What follows belongs to an exercise in optimizing a design on an open flow for small area, a short achievable clock period and few clock cycles per item; a production flow would make more cautious choices. Only simulation tests tie the RTL to the original design; equivalence was not proved. Power is estimated from default activity; no workload was simulated.

Setup of old:
## depth_grid_zone_averager
module depth_grid_zone_averager #(
	parameter int MAX_WIDTH  = dgza_pkg::DEF_MAX_WIDTH,
	parameter int MAX_HEIGHT = dgza_pkg::DEF_MAX_HEIGHT
) (
	input  wire                                   clk,
	input  wire                                   arst_n,
	input  wire                                   cfg_we,
	input  wire  [dgza_pkg::CFG_IDX_W-1:0]        cfg_index,
	input  wire  [dgza_pkg::CFG_DATA_W-1:0]       cfg_data,
	input  wire                                   in_valid,
	output logic                                  in_ready,
	input  dgza_pkg::in_t                         in_data,
	output logic                                  out_valid,
	input  wire                                   out_ready,
	output dgza_pkg::out_t                        out_data
);
Size in the first run: roughly 4600 cells after synthesis, ~87 I/O pins, about 50000 um^2 of cells after synthesis.
clock: 12.0 ns
lec_check: 0
cap_margin: 20
core_margin: 2
core_utilization: 40
slew_margin: 20
standard.sh (not shown) runs the stock make flow with config.mk's settings and CLKGATE_MAP_FILE= SYNTH_SCRIPT=/design/flow/synth_recipe.tcl, a recipe that flattens the netlist after the stock synthesis.
==> flow/flow/run.sh <==
#!/bin/bash
# Own flow: the standard layout (standard.sh: unchanged synthesis, floorplan,
# power grid, placement, CTS and routing) with two knobs changed:
#  - a larger setup repair margin, so that the resizer works the paths down well
#    below the 12 ns clock period;
#  - buf_4 as the port buffer cell (every input and output still gets a buffer).
# The SDC, clock period and all other settings are the design's.
set -euo pipefail
bash standard.sh SETUP_SLACK_MARGIN=8.5 "BUFFER_PORTS_ARGS=-buffer_cell sky130_fd_sc_hd__buf_4" finish > standard_flow.log 2>&1
No stage failed in old, and the final checks on the layout all came back clean.
Testbench counts of old, summed over its fixed seeds: cycles 17,541, frames 96.
diff inputs: old => new
--- a/flow/design.v
+++ b/flow/design.v
@@ -311,29 +311,31 @@
 	end
 	assign in_ready  = in_ready_q;
 	assign out_valid = out_valid_q;
 	assign out_data  = out_q;
 	logic closed_d;
 	assign closed_d = (closed_q && !emit_end) || (in_acc && in_data.frame_end);
 	always_ff @(posedge clk or negedge arst_n) begin
 		if (!arst_n) begin
 			state_q     <= ST_ACC;
+			in_ready_q  <= 1'b1;
 			closed_q    <= 1'b0;
 			out_valid_q <= 1'b0;
 			a_v         <= 1'b0;
 			b_v         <= 1'b0;
 			c_v         <= 1'b0;
 			valid_q     <= '0;
 		end else begin
 			a_v        <= in_acc;
 			b_v        <= a_v;
 			c_v        <= b_v;
 			closed_q   <= closed_d;
+			in_ready_q <= !closed_d && !cfg_we;
 			for (int z = 0; z < ZONE_COUNT; z++) begin
 				if ((c_v && c_z == ZONE_W'(z)) || (conv_step && pos_q[3:2] == 2'(z / 4))) valid_q[z] <= 1'b1;
 			end
 			if (ld) out_valid_q <= 1'b1;
 			else if (out_ready) out_valid_q <= 1'b0;
 			case (state_q)
 				ST_ACC: begin
 					if (c_v && c_fe) state_q <= ST_CONV;
 				end
@@ -345,21 +347,18 @@
 						state_q <= ST_ACC;
 						valid_q <= '0;
 					end
 				end
 				default: state_q <= ST_ACC;
 			endcase
 		end
 	end
 	always_ff @(posedge clk) begin
-		in_ready_q <= !closed_d && !cfg_we;
-	end
-	always_ff @(posedge clk) begin
 		first_q <= (state_q == ST_CONV) && go && (st_q == STEP_W'(NSTEP)) && (pos_q[3:2] == 2'd3);
 		case (state_q)
 			ST_ACC: begin
 				pos_q   <= '0;
 				st_q    <= '0;
 				right_q <= 1'b0;
 				left_q  <= 1'b0;
 			end
 			ST_CONV: begin
Results
Relative to old, register fraction of the total cell area increased by 0.61 points in new.
On slew at the pin with the worst max-slew slack, the lower figure sits with old, not new.
Taking old as the reference point, the power share of the clock group of new falls by 0.4 points.
Sequential share of power: lower on old
Re total power draw: old was higher than new.
Detailed route, new vs old: via total lower for new
Compared with old, in new share of final layout cell area taken by non-clock buffers moved up, stage delay of the slowest cell on the critical path moved up.
old → new: clock skew fell 27 ps, worst setup slack has increased.
The power drawn by the sequential cells on new is in line with that on old.
Testbench counts of new, summed over its fixed seeds: cycles 17,541, frames 96.

---

depth_grid_zone_averager, a different RTL version from the one above (not shown whole).
For scale: about 4700 cells after synthesis, about 0.051 mm² of cells after synthesis.
clock: 12.0 ns
lec_check: 0
cap_margin: 20
core_margin: 2
core_utilization: 40
slew_margin: 20
==> flow/flow/run.sh <==
#!/bin/bash
# Own flow: the standard layout (standard.sh: unchanged synthesis, floorplan,
# power grid, placement, CTS and routing) with these knobs changed:
#  - a larger setup repair margin, so that the resizer works the paths down well
#    below the 12 ns clock period;
#  - buf_4 as the port buffer cell (every input and output still gets a buffer);
set -euo pipefail
bash standard.sh SETUP_SLACK_MARGIN=8.4 \
  "BUFFER_PORTS_ARGS=-buffer_cell sky130_fd_sc_hd__buf_4" \
  CTS_CLUSTER_SIZE=25 CTS_CLUSTER_DIAMETER=70 \
  finish > standard_flow.log 2>&1
Testbench counts at the start, summed over its fixed seeds: cycles 17,445, frames 96.
Change:
--- a/flow/design.v
+++ b/flow/design.v
@@ -204,28 +204,26 @@
 		c_sum <= sum_new;
 		c_z   <= b_z;
 		c_fe  <= b_fe;
 	end
 	logic go, conv_step;
 	assign go        = !mbusy && !mbusy_q;
 	assign conv_step = (state_q == ST_CONV) && go && (st_q != '0);
 	logic             near_clr, near_upd, near_wr;
 	logic             first_q;     
-	logic [1:0]       grp_q;       
-	logic [1:0]       lrow_q;      
 	logic [1:0]       near_row;
 	logic [QUO_W+1:0] thr_ext;
 	logic [1:0]       tdig;
 	assign near_clr = (state_q == ST_CONV) && go && (st_q == STEP_W'(1));
-	assign near_wr  = ((state_q == ST_CONV) && go && (st_q == '0) && (grp_q != 2'd0))
+	assign near_wr  = ((state_q == ST_CONV) && go && (st_q == '0) && (pos_q[3:2] != 2'd0))
 	               || ((state_q == ST_EMIT) && first_q);
 	assign near_upd = ((state_q == ST_CONV) && go && (st_q > STEP_W'(1))) || near_wr;
-	assign near_row = lrow_q;
+	assign near_row = pos_q[3:2] - 2'd1;
 	assign thr_ext  = {2'b00, thresh_q};
 	always_comb begin
 		tdig = thr_ext[1:0];    
 		for (int s = 2; s <= NSTEP; s++) begin
 			if (st_q == STEP_W'(s)) tdig = thr_ext[2*(NSTEP-s+2)-1 -: 2];
 		end
 	end
 	logic [DIVR_W-1:0] rem_q [4];
 	logic [1:0]        nb_q [4];
@@ -299,19 +297,19 @@
 	assign left_d  = left_q || (near_wr && (near_v[2] || near_v[3]));
 	logic [MEAN_W-1:0] mean_rd;
 	assign ld       = (state_q == ST_EMIT) && (!out_valid_q || out_ready);
 	assign emit_end = ld && (pos_q == ZONE_W'(ZONE_COUNT - 1));
 	assign mean_rd  = rd[MEAN_W-1:0];
 	always_ff @(posedge clk) begin
 		if (ld) begin
 			out_q.zone_index       <= pos_q;
 			out_q.zone_mean        <= mean_rd;
-			out_q.zone_near        <= (first_q && lrow_q == 2'd0) ? near_v[0] : near_q[pos_q];
+			out_q.zone_near        <= near_q[pos_q];
 			out_q.steer_right_hint <= right_d;
 			out_q.steer_left_hint  <= left_d;
 			out_q.report_last      <= (pos_q == ZONE_W'(ZONE_COUNT - 1));
 		end
 	end
 	assign in_ready  = in_ready_q;
 	assign out_valid = out_valid_q;
 	assign out_data  = out_q;
 	logic closed_d;
@@ -331,55 +329,52 @@
 			c_v        <= b_v;
 			closed_q   <= closed_d;
 			for (int z = 0; z < ZONE_COUNT; z++) begin
 				if ((c_v && c_z == ZONE_W'(z)) || (conv_step && pos_q[3:2] == 2'(z / 4))) valid_q[z] <= 1'b1;
 			end
 			if (ld) out_valid_q <= 1'b1;
 			else if (out_ready) out_valid_q <= 1'b0;
 			case (state_q)
 				ST_ACC: begin
-					if (b_v && b_fe) state_q <= ST_CONV;
+					if (c_v && c_fe) state_q <= ST_CONV;
 				end
 				ST_CONV: begin
-					if (go && st_q == STEP_W'(NSTEP) && grp_q == 2'd3) state_q <= ST_EMIT;
+					if (go && st_q == STEP_W'(NSTEP) && pos_q[3:2] == 2'd3) state_q <= ST_EMIT;
 				end
 				ST_EMIT: begin
 					if (emit_end) begin
 						state_q <= ST_ACC;
 						valid_q <= '0;
 					end
 				end
 				default: state_q <= ST_ACC;
 			endcase
 		end
 	end
 	always_ff @(posedge clk) begin
 		in_ready_q <= !closed_d && !cfg_we;
 	end
 	always_ff @(posedge clk) begin
-		first_q <= (state_q == ST_CONV) && go && (st_q == STEP_W'(NSTEP)) && (grp_q == 2'd3);
+		first_q <= (state_q == ST_CONV) && go && (st_q == STEP_W'(NSTEP)) && (pos_q[3:2] == 2'd3);
 		case (state_q)
 			ST_ACC: begin
-				pos_q   <= {b_z[3:2] + 2'd1, 2'b00};
-				grp_q   <= '0;
+				pos_q   <= '0;
 				st_q    <= '0;
 				right_q <= 1'b0;
 				left_q  <= 1'b0;
 			end
 			ST_CONV: begin
 				right_q <= right_d;
 				left_q  <= left_d;
 				if (go) begin
 					if (st_q == STEP_W'(NSTEP)) begin
-						st_q   <= '0;
-						grp_q  <= grp_q + 2'd1;
-						lrow_q <= pos_q[3:2];
-						pos_q  <= (grp_q == 2'd3) ? '0 : pos_q + ZONE_W'(4);
+						st_q  <= '0;
+						pos_q <= pos_q + ZONE_W'(4);
 					end else begin
 						st_q <= st_q + STEP_W'(1);
 					end
 				end
 			end
 			ST_EMIT: begin
 				right_q <= right_d;
 				left_q  <= left_d;
 				if (ld) pos_q <= pos_q + ZONE_W'(1);
Setup slack gains 0.050 ns. Routed wire length drops by 2.1%. Design area climbs by 0.51%. First-iteration DRC count drops by 8.1%. Sequential power climbs by about 1%. Power climbs by 2.8%. Count of clock-buffer cells in the layout climbs by 2. Non-clock buffer count climbs by 16. Fmax climbs by 1.3%. Synthesized cell count drops by 0.45%. Global-route usage drops by 0.44 points. Final cell count is about the same. Clock power climbs by about 5%.
Testbench counts after the change, summed over its fixed seeds: cycles 17,541, frames 96.

## re-timing with driven ports
How much do the figures lean on ideal ports? The routed layouts below were timed once more, with nothing changed but the port constraints.
Step 1 (the two cells are an assumption about what drives the block):
set clk [get_ports {clk}]
set_driving_cell -lib_cell sky130_fd_sc_hd__clkbuf_16 $clk
set_driving_cell -lib_cell sky130_fd_sc_hd__buf_2 [delete_from_list [all_inputs] $clk]
Step 2 times the ports against the registers' clock, not the clock port: input delays grow and output delays shrink by t, the midpoint of the rising clock arrivals with the driver on.
Slacks: ideal / step 1 / step 2; pairs: ideal / step 1.
run | t (ns) | setup WS [ns] | worst hold slack (ns) | worst setup path at the end | worst data-port slew with drivers (ns)
old | 0.774 | 8.210 / 8.250 / 7.476 | 0.327 / 0.327 / 0.327 | input to register | 0.07
new | 0.758 | 8.296 / 8.222 / 7.835 | 0.316 / 0.316 / 0.316 | input to register | 0.06
the first run of note 2 | 0.790 | 8.263 / 8.187 / 7.715 | 0.313 / 0.313 / 0.313 | input to register | 0.07
the second run of note 2 | 0.787 | 8.313 / 8.233 / 7.654 | 0.333 / 0.333 / 0.333 | input to register | 0.05
After both steps setup and hold are still met in every run listed. For old, which loses most, drivers alone change the setup slack by +0.040 ns; drivers and shift together by -0.734 ns.
